Context: an optimization exercise on an open-source flow, tuned for small area. The choices shown serve that exercise and are no tape-out recipe.
Function was checked by simulation only, so behaviour that the tests miss may differ from the original.
Power figures rest on the tool's default switching activity, not on a simulated workload.

onyx:
// upcoin_top
module upcoin_top (
  input  logic clk,
  input  logic block_load,
  input  logic sck,
  input  logic sdi,
  output logic sdo,
  output logic done
);
For scale: about 6 I/O pins, ~33000 um^2 of cells after synthesis.
clock: 10.0 ns
lec_check: 0
cap_margin: 20
core_margin: 2
core_utilization: 70
cts_buf_list: sky130_fd_sc_hd__clkbuf_16
cts_cluster_diameter: 80
cts_cluster_size: 28
slew_margin: 20
synth_hierarchical: 1
synth_minimum_keep_size: 0
standard.sh (not shown) runs the stock make flow with config.mk's settings and CLKGATE_MAP_FILE= SYNTH_SCRIPT=/design/flow/synth_recipe.tcl, a recipe that flattens the netlist after the stock synthesis.
==> flow/flow/run.sh <==
#!/bin/bash
set -euo pipefail
cd "$(dirname "$0")/.."
export CTS_ARGS="-sink_clustering_enable -repair_clock_nets -dont_use_dummy_load -buf_list sky130_fd_sc_hd__clkbuf_16 -sink_clustering_size 28 -sink_clustering_max_diameter 80"
bash standard.sh > standard_flow.log 2>&1
Inputs modified between onyx and yarrow:
--- a/flow/design.v
+++ b/flow/design.v
@@ -181,23 +181,23 @@
     if (ins) pb[0] <= pb[2];
     if (accept) pb[pc_left] <= sdi_s1;
   end
   assign nb_d = (p[2:0] + cnt[7:5] == 3'd0) ? a[~cnt[4:0]] : nb;
   sha256_pkg::word_t next_word, ins_word, win_in;
   sha256_pkg::word_t n2_w, n4_w, v1_w, m2_w, q2_w, e2_w, a2_w, a4_w;
   sha256_pkg::word_t n1, n2, n3, n4;
   sha256_csa csa_n1_i (.x(sha256_pkg::small_sigma1(win[14])), .y(win[9]), .z(sha256_pkg::small_sigma0(win[1])), .s(n1), .c(n2_w));
   assign n2 = {n2_w[30:0], 1'b0};
   sha256_csa csa_n3_i (.x(n1), .y(n2), .z(win[0]), .s(n3), .c(n4_w));
   assign n4 = {n4_w[30:0], 1'b0};
-  assign next_word = sha256_pkg::add_ci(n3, n4, 11);
+  assign next_word = sha256_pkg::add_ci(n3, n4, 16);
   assign ins_word  = {win[0][29:0], pb[0], pb[1]};
   assign win_in    = sched ? next_word : (ins ? ins_word : win[0]);
   always_ff @(posedge clk) begin
     for (int i = 0; i < 15; i++) win[i] <= win[i+1];
     win[15] <= win_in;
   end
   sha256_pkg::word_t kc, dg, u1, v1, m1, m2, q1, q2, e1, e2, a1, a2, a3, a4;
   sha256_pkg::word_t a_rnd, a_in, e_in;
   sha256_pkg::word_t kt;
   logic [2:0] hi;
   wire [5:0] t = {rev[1:0], p};
@@ -839,23 +839,23 @@
   assign v1 = {v1_w[30:0], 1'b0};
   sha256_csa csa_m1_i (.x(h), .y(u1), .z(v1), .s(m1), .c(m2_w));
   assign m2 = {m2_w[30:0], 1'b0};
   sha256_csa csa_q1_i (.x(m1 & {32{round}}), .y(m2 & {32{round}}), .z(kc), .s(q1), .c(q2_w));
   assign q2 = {q2_w[30:0], 1'b0};
   sha256_csa csa_e1_i (.x(dg), .y(q1), .z(q2), .s(e1), .c(e2_w));
   assign e2 = {e2_w[30:0], 1'b0};
   sha256_csa csa_a1_i (.x(q1), .y(q2), .z(sha256_pkg::big_sigma0(a)), .s(a1), .c(a2_w));
   assign a2 = {a2_w[30:0], 1'b0};
   sha256_csa csa_a3_i (.x(a1), .y(a2), .z(sha256_pkg::maj(a, b, c)), .s(a3), .c(a4_w));
   assign a4 = {a4_w[30:0], 1'b0};
-  assign e_in  = sha256_pkg::add_ci(e1, e2, 8);
+  assign e_in  = sha256_pkg::add_ci(e1, e2, 11);
   assign a_rnd = sha256_pkg::add(a3, a4);
   assign a_in  = round ? a_rnd : h;
   always_ff @(posedge clk) begin
     a <= a_in;
     b <= a;
     c <= b;
     d <= c;
     e <= e_in;
     f <= e;
     g <= f;
     h <= g;
### Flow results
- Compared with onyx, yarrow shows a combinational power share that is 0.2 points higher.
- Reported for onyx and yarrow, CTS H-tree depth turned out identical to the last digit.
- Summary: with onyx as the reference, first-iteration DRC count in yarrow moved down by more than 10%.
- Compared to onyx, yarrow has initial core utilization 0.24 points lower.
- Changes observed in yarrow relative to onyx: achievable frequency dropped 0.012 GHz; final period utilization climbed 9.0 points; pin count of the biggest net entering global routing dropped 3.
- From onyx to yarrow the numbers moved as follows: post-synthesis cell type count -about 3.6%; wire length on met1 dropped 150 um.
- Compared with onyx, yarrow shows a placer congestion estimate that is 0.031 lower.

========
Another version of the RTL of upcoin_top (not shown whole).
Size: roughly 810 flip-flops, about 35000 um2 of cells after synthesis.
==> module upcoin_top, before the edit <==
module upcoin_top (
  input  logic clk,
  input  logic block_load,
  input  logic sck,
  input  logic sdi,
  output logic sdo,
  output logic done
);
  localparam logic [1:0] st_rx   = 2'd0;
  localparam logic [1:0] st_run  = 2'd1;
  localparam logic [1:0] st_done = 2'd2;
  logic        sck_s1, sck_s2, sck_d;
  logic        sdi_s1, sdi_s2;
  logic        sck_rise, sck_fall;
  logic [3:0]  p;          
  logic [1:0]  st;
  logic [2:0]  rev;        
  logic [3:0]  wi;         
  logic [4:0]  bc;         
  logic [1:0]  pc;         
  logic [1:0]  pb;         
  logic        rx_full;
  logic [7:0]  k;          
  logic        nb;         
  logic [7:0]  kn;
  logic        nb_d;
  sha256_pkg::word_t win [0:15];
  sha256_pkg::word_t a, b, c, d, e, f, g, h;
  assign sck_rise = sck_s2 & ~sck_d;
  assign sck_fall = ~sck_s2 & sck_d;
  always_ff @(posedge clk or negedge block_load) begin
    if (!block_load) begin
      sck_s1 <= 1'b0;
      sck_s2 <= 1'b0;
      sck_d  <= 1'b0;
      sdi_s1 <= 1'b0;
      sdi_s2 <= 1'b0;
    end else begin
      sck_s1 <= sck;
      sck_s2 <= sck_s1;
      sck_d  <= sck_s2;
      sdi_s1 <= sdi;
      sdi_s2 <= sdi_s1;
    end
  end
  logic round, sched, fin, init;
  logic ins, ins_two, ins_last, accept;
  logic [1:0] pc_left;
  assign round = (st == st_run) & ~rev[2];
  assign sched = round & (rev[1:0] != 2'd3);
  assign fin   = (st == st_run) & rev[2] & ~p[3];
  assign init  = (st == st_rx);
  assign accept = sck_rise & ~rx_full & ~((wi == 4'd15) & ({1'b0, bc} + {4'd0, pc} >= 6'd32));
  assign ins     = init & ~rx_full & (p == wi) & (pc != 2'd0);
  assign ins_two = (pc == 2'd2) & (bc != 5'd31);
  assign ins_last = ins & (wi == 4'd15) & ((bc == 5'd31) | (ins_two & (bc == 5'd30)));
  assign pc_left = ins ? (ins_two ? 2'd0 : pc - 2'd1) : pc;
  always_ff @(posedge clk or negedge block_load) begin
    if (!block_load) begin
      p       <= '0;
      st      <= st_rx;
      rev     <= '0;
      wi      <= '0;
      bc      <= '0;
      pc      <= '0;
      pb      <= '0;
      rx_full <= 1'b0;
      k       <= '0;
      done    <= 1'b0;
      sdo     <= 1'b0;
      nb      <= 1'b0;
    end else begin
      p <= p + 4'd1;
      if (ins) begin
        bc <= bc + (ins_two ? 5'd2 : 5'd1);
        if (bc == 5'd31 || (ins_two && bc == 5'd30)) begin
          wi <= wi + 4'd1;
          if (wi == 4'd15) rx_full <= 1'b1;
        end
      end
      if (ins && !ins_two && pc == 2'd2) pb[0] <= pb[1];
      if (accept) begin
        pc <= pc_left + 2'd1;
        if (pc_left == 2'd0) pb[0] <= sdi_s2;
        else                 pb[1] <= sdi_s2;
      end else begin
        pc <= pc_left;
      end
      case (st)
        st_rx: begin
          if ((rx_full || ins_last) && p == 4'd15) st <= st_run;
        end
        st_run: begin
          if (p == 4'd15) rev <= rev + 3'd1;
          if (rev[2] && p == 4'd8) begin
            st   <= st_done;
            done <= 1'b1;
            sdo  <= a[31];
          end
        end
        default: ;
      endcase
      nb <= nb_d;
      if (done && sck_fall) begin
        sdo <= nb_d;
        k   <= k + 8'd1;
      end
    end
  end
  assign kn   = k + 8'd1;
  assign nb_d = (p[2:0] + kn[7:5] == 3'd0) ? a[~kn[4:0]] : nb;
  sha256_pkg::word_t next_word, ins_word, win_in;
  sha256_pkg::word_t n1, n2, n3, n4;
  assign {n1, n2}  = sha256_pkg::csa(sha256_pkg::small_sigma1(win[14]), win[9], sha256_pkg::small_sigma0(win[1]));
  assign {n3, n4}  = sha256_pkg::csa(n1, n2, win[0]);
  assign next_word = sha256_pkg::add(n3, n4);
  assign ins_word  = ins_two ? {win[0][29:0], pb[0], pb[1]} : {win[0][30:0], pb[0]};
  assign win_in    = sched ? next_word : (ins ? ins_word : win[0]);
  always_ff @(posedge clk) begin
    for (int i = 0; i < 15; i++) win[i] <= win[i+1];
    win[15] <= win_in;
  end
  sha256_pkg::word_t kc, dg, u1, v1, m1, m2, q1, q2, e1, e2, a1, a2, a3, a4;
  sha256_pkg::word_t a_rnd, a_in, e_in;
  logic [2:0] hi;
  assign hi = 3'd3 - p[2:0];
  always_comb begin
    if (round)            kc = sha256_pkg::round_k[32*(6'd63 - {rev[1:0], p}) +: 32];
    else if (init || fin) kc = sha256_pkg::hash_init[32*(3'd7 - hi) +: 32];
    else                  kc = '0;
  end
  assign dg = init ? '0 : d;
  assign {u1, v1} = sha256_pkg::csa(sha256_pkg::big_sigma1(e), sha256_pkg::ch(e, f, g), win[0]);
  assign {m1, m2} = sha256_pkg::csa(h, u1, v1);
  assign {q1, q2} = sha256_pkg::csa(m1 & {32{round}}, m2 & {32{round}}, kc);
  assign {e1, e2} = sha256_pkg::csa(dg, q1, q2);
  assign {a1, a2} = sha256_pkg::csa(q1, q2, sha256_pkg::big_sigma0(a));
  assign {a3, a4} = sha256_pkg::csa(a1, a2, sha256_pkg::maj(a, b, c));
  assign e_in  = sha256_pkg::add(e1, e2);
  assign a_rnd = sha256_pkg::add(a3, a4);
  assign a_in  = round ? a_rnd : h;
  always_ff @(posedge clk) begin
    a <= a_in;
    b <= a;
    c <= b;
    d <= c;
    e <= e_in;
    f <= e;
    g <= f;
    h <= g;
  end
endmodule
make LEC_CHECK=0 CAP_MARGIN=20 CORE_MARGIN=2 CORE_UTILIZATION=40 SLEW_MARGIN=20 finish   # period 10.0 ns
run.sh (not shown) runs the stock make flow with config.mk's settings and CLKGATE_MAP_FILE= SYNTH_SCRIPT=/design/flow/synth_recipe.tcl, a recipe that flattens the netlist after the stock synthesis.
Stock flow here: none of the scripts above is used.
Then changed:
--- a/flow/design.v
+++ b/flow/design.v
@@ -47,27 +47,6 @@
   endfunction
   function automatic logic [word_w-1:0] small_sigma1(input logic [word_w-1:0] x);
     small_sigma1 = rotr(x, 17) ^ rotr(x, 19) ^ (x >> 10);
-  endfunction
-  function automatic logic [2*word_w-1:0] csa(input logic [word_w-1:0] x, input logic [word_w-1:0] y, input logic [word_w-1:0] z);
-    csa = {x ^ y ^ z, ((x & y) | (x & z) | (y & z)) << 1};
-  endfunction
-  function automatic logic [word_w-1:0] add(input logic [word_w-1:0] x, input logic [word_w-1:0] y);
-    logic [word_w-1:0] gg, pp;
-    gg = x & y;
-    pp = x ^ y;
-    for (int l = 1; l < word_w; l = l * 2) begin
-      for (int i = 2 * l - 1; i < word_w; i = i + 2 * l) begin
-        gg[i] = gg[i] | (pp[i] & gg[i-l]);
-        pp[i] = pp[i] & pp[i-l];
-      end
-    end
-    for (int l = word_w / 4; l >= 1; l = l / 2) begin
-      for (int i = 3 * l - 1; i < word_w; i = i + 2 * l) begin
-        gg[i] = gg[i] | (pp[i] & gg[i-l]);
-        pp[i] = pp[i] & pp[i-l];
-      end
-    end
-    add = x ^ y ^ {gg[word_w-2:0], 1'b0};
   endfunction
 endpackage
 `default_nettype wire
@@ -184,35 +163,27 @@
   assign kn   = k + 8'd1;
   assign nb_d = (p[2:0] + kn[7:5] == 3'd0) ? a[~kn[4:0]] : nb;
   sha256_pkg::word_t next_word, ins_word, win_in;
-  sha256_pkg::word_t n1, n2, n3, n4;
-  assign {n1, n2}  = sha256_pkg::csa(sha256_pkg::small_sigma1(win[14]), win[9], sha256_pkg::small_sigma0(win[1]));
-  assign {n3, n4}  = sha256_pkg::csa(n1, n2, win[0]);
-  assign next_word = sha256_pkg::add(n3, n4);
+  assign next_word = sha256_pkg::small_sigma1(win[14]) + win[9] + sha256_pkg::small_sigma0(win[1]) + win[0];
   assign ins_word  = ins_two ? {win[0][29:0], pb[0], pb[1]} : {win[0][30:0], pb[0]};
   assign win_in    = sched ? next_word : (ins ? ins_word : win[0]);
   always_ff @(posedge clk) begin
     for (int i = 0; i < 15; i++) win[i] <= win[i+1];
     win[15] <= win_in;
   end
-  sha256_pkg::word_t kc, dg, u1, v1, m1, m2, q1, q2, e1, e2, a1, a2, a3, a4;
-  sha256_pkg::word_t a_rnd, a_in, e_in;
+  sha256_pkg::word_t kc, hop, hr, x1, t2, a_in, e_in;
   logic [2:0] hi;
-  assign hi = 3'd3 - p[2:0];
+  assign hi = ~p[2:0];
   always_comb begin
     if (round)            kc = sha256_pkg::round_k[32*(6'd63 - {rev[1:0], p}) +: 32];
     else if (init || fin) kc = sha256_pkg::hash_init[32*(3'd7 - hi) +: 32];
     else                  kc = '0;
   end
-  assign dg = init ? '0 : d;
-  assign {u1, v1} = sha256_pkg::csa(sha256_pkg::big_sigma1(e), sha256_pkg::ch(e, f, g), win[0]);
-  assign {m1, m2} = sha256_pkg::csa(h, u1, v1);
-  assign {q1, q2} = sha256_pkg::csa(m1 & {32{round}}, m2 & {32{round}}, kc);
-  assign {e1, e2} = sha256_pkg::csa(dg, q1, q2);
-  assign {a1, a2} = sha256_pkg::csa(q1, q2, sha256_pkg::big_sigma0(a));
-  assign {a3, a4} = sha256_pkg::csa(a1, a2, sha256_pkg::maj(a, b, c));
-  assign e_in  = sha256_pkg::add(e1, e2);
-  assign a_rnd = sha256_pkg::add(a3, a4);
-  assign a_in  = round ? a_rnd : h;
+  assign hop  = init  ? '0 : h;
+  assign hr   = round ? h  : '0;
+  assign x1   = round ? (sha256_pkg::big_sigma1(e) + sha256_pkg::ch(e, f, g) + win[0]) : '0;
+  assign t2   = round ? (sha256_pkg::big_sigma0(a) + sha256_pkg::maj(a, b, c)) : '0;
+  assign a_in = hop + kc + x1 + t2;
+  assign e_in = d + hr + (round ? kc : '0) + x1;
   always_ff @(posedge clk) begin
     a <= a_in;
     b <= a;
=> Non-clock buffer count went up by 6; clock power increases by about 3%; setup slack gains 870 ps; synthesized cell count rose by 20%; count of clock-buffer cells in the layout went down by 1; wire length came out higher by 12%; via count came out higher by about 18%; design area climbs by about 8%; power rose by about 1.1%; utilization came out lower by 0.43 points; global-route usage rose by 0.26 points; first-iteration DRC count rose by 19%; flip-flop and latch count does not change.

[afterwards: timing with drivers on the ports]
The results above use ideal ports. As a check the final layouts listed here were re-extracted and re-timed, cells and wires unchanged.
Step 1 sets driving cells, clkbuf_16 on the clock port and buf_2 on the other inputs (assumed; they add their load-dependent delay and slew).
Step 2, shift: input delay + t, output delay - t, t = (earliest + latest rising clock arrival at the registers) / 2. This alone moves slack from input paths to output paths.
Three values: ideal ports, drivers, drivers and shift; two values: the first two.
| run | t, ns | slack for setup (ns) | worst setup path at the end |
|---|---|---|---|
| onyx | 0.629 | 1.638 / 1.638 / 1.638 | register to register |
| yarrow | 0.651 | 0.736 / 0.736 / 0.736 | register to register |
| the first run of note 2 | 0.722 | 1.644 / 1.644 / 1.644 | register to register |
| the second run of note 2 | 0.700 | 2.510 / 2.510 / 2.510 | register to register |
After both steps every run listed still meets setup and hold.
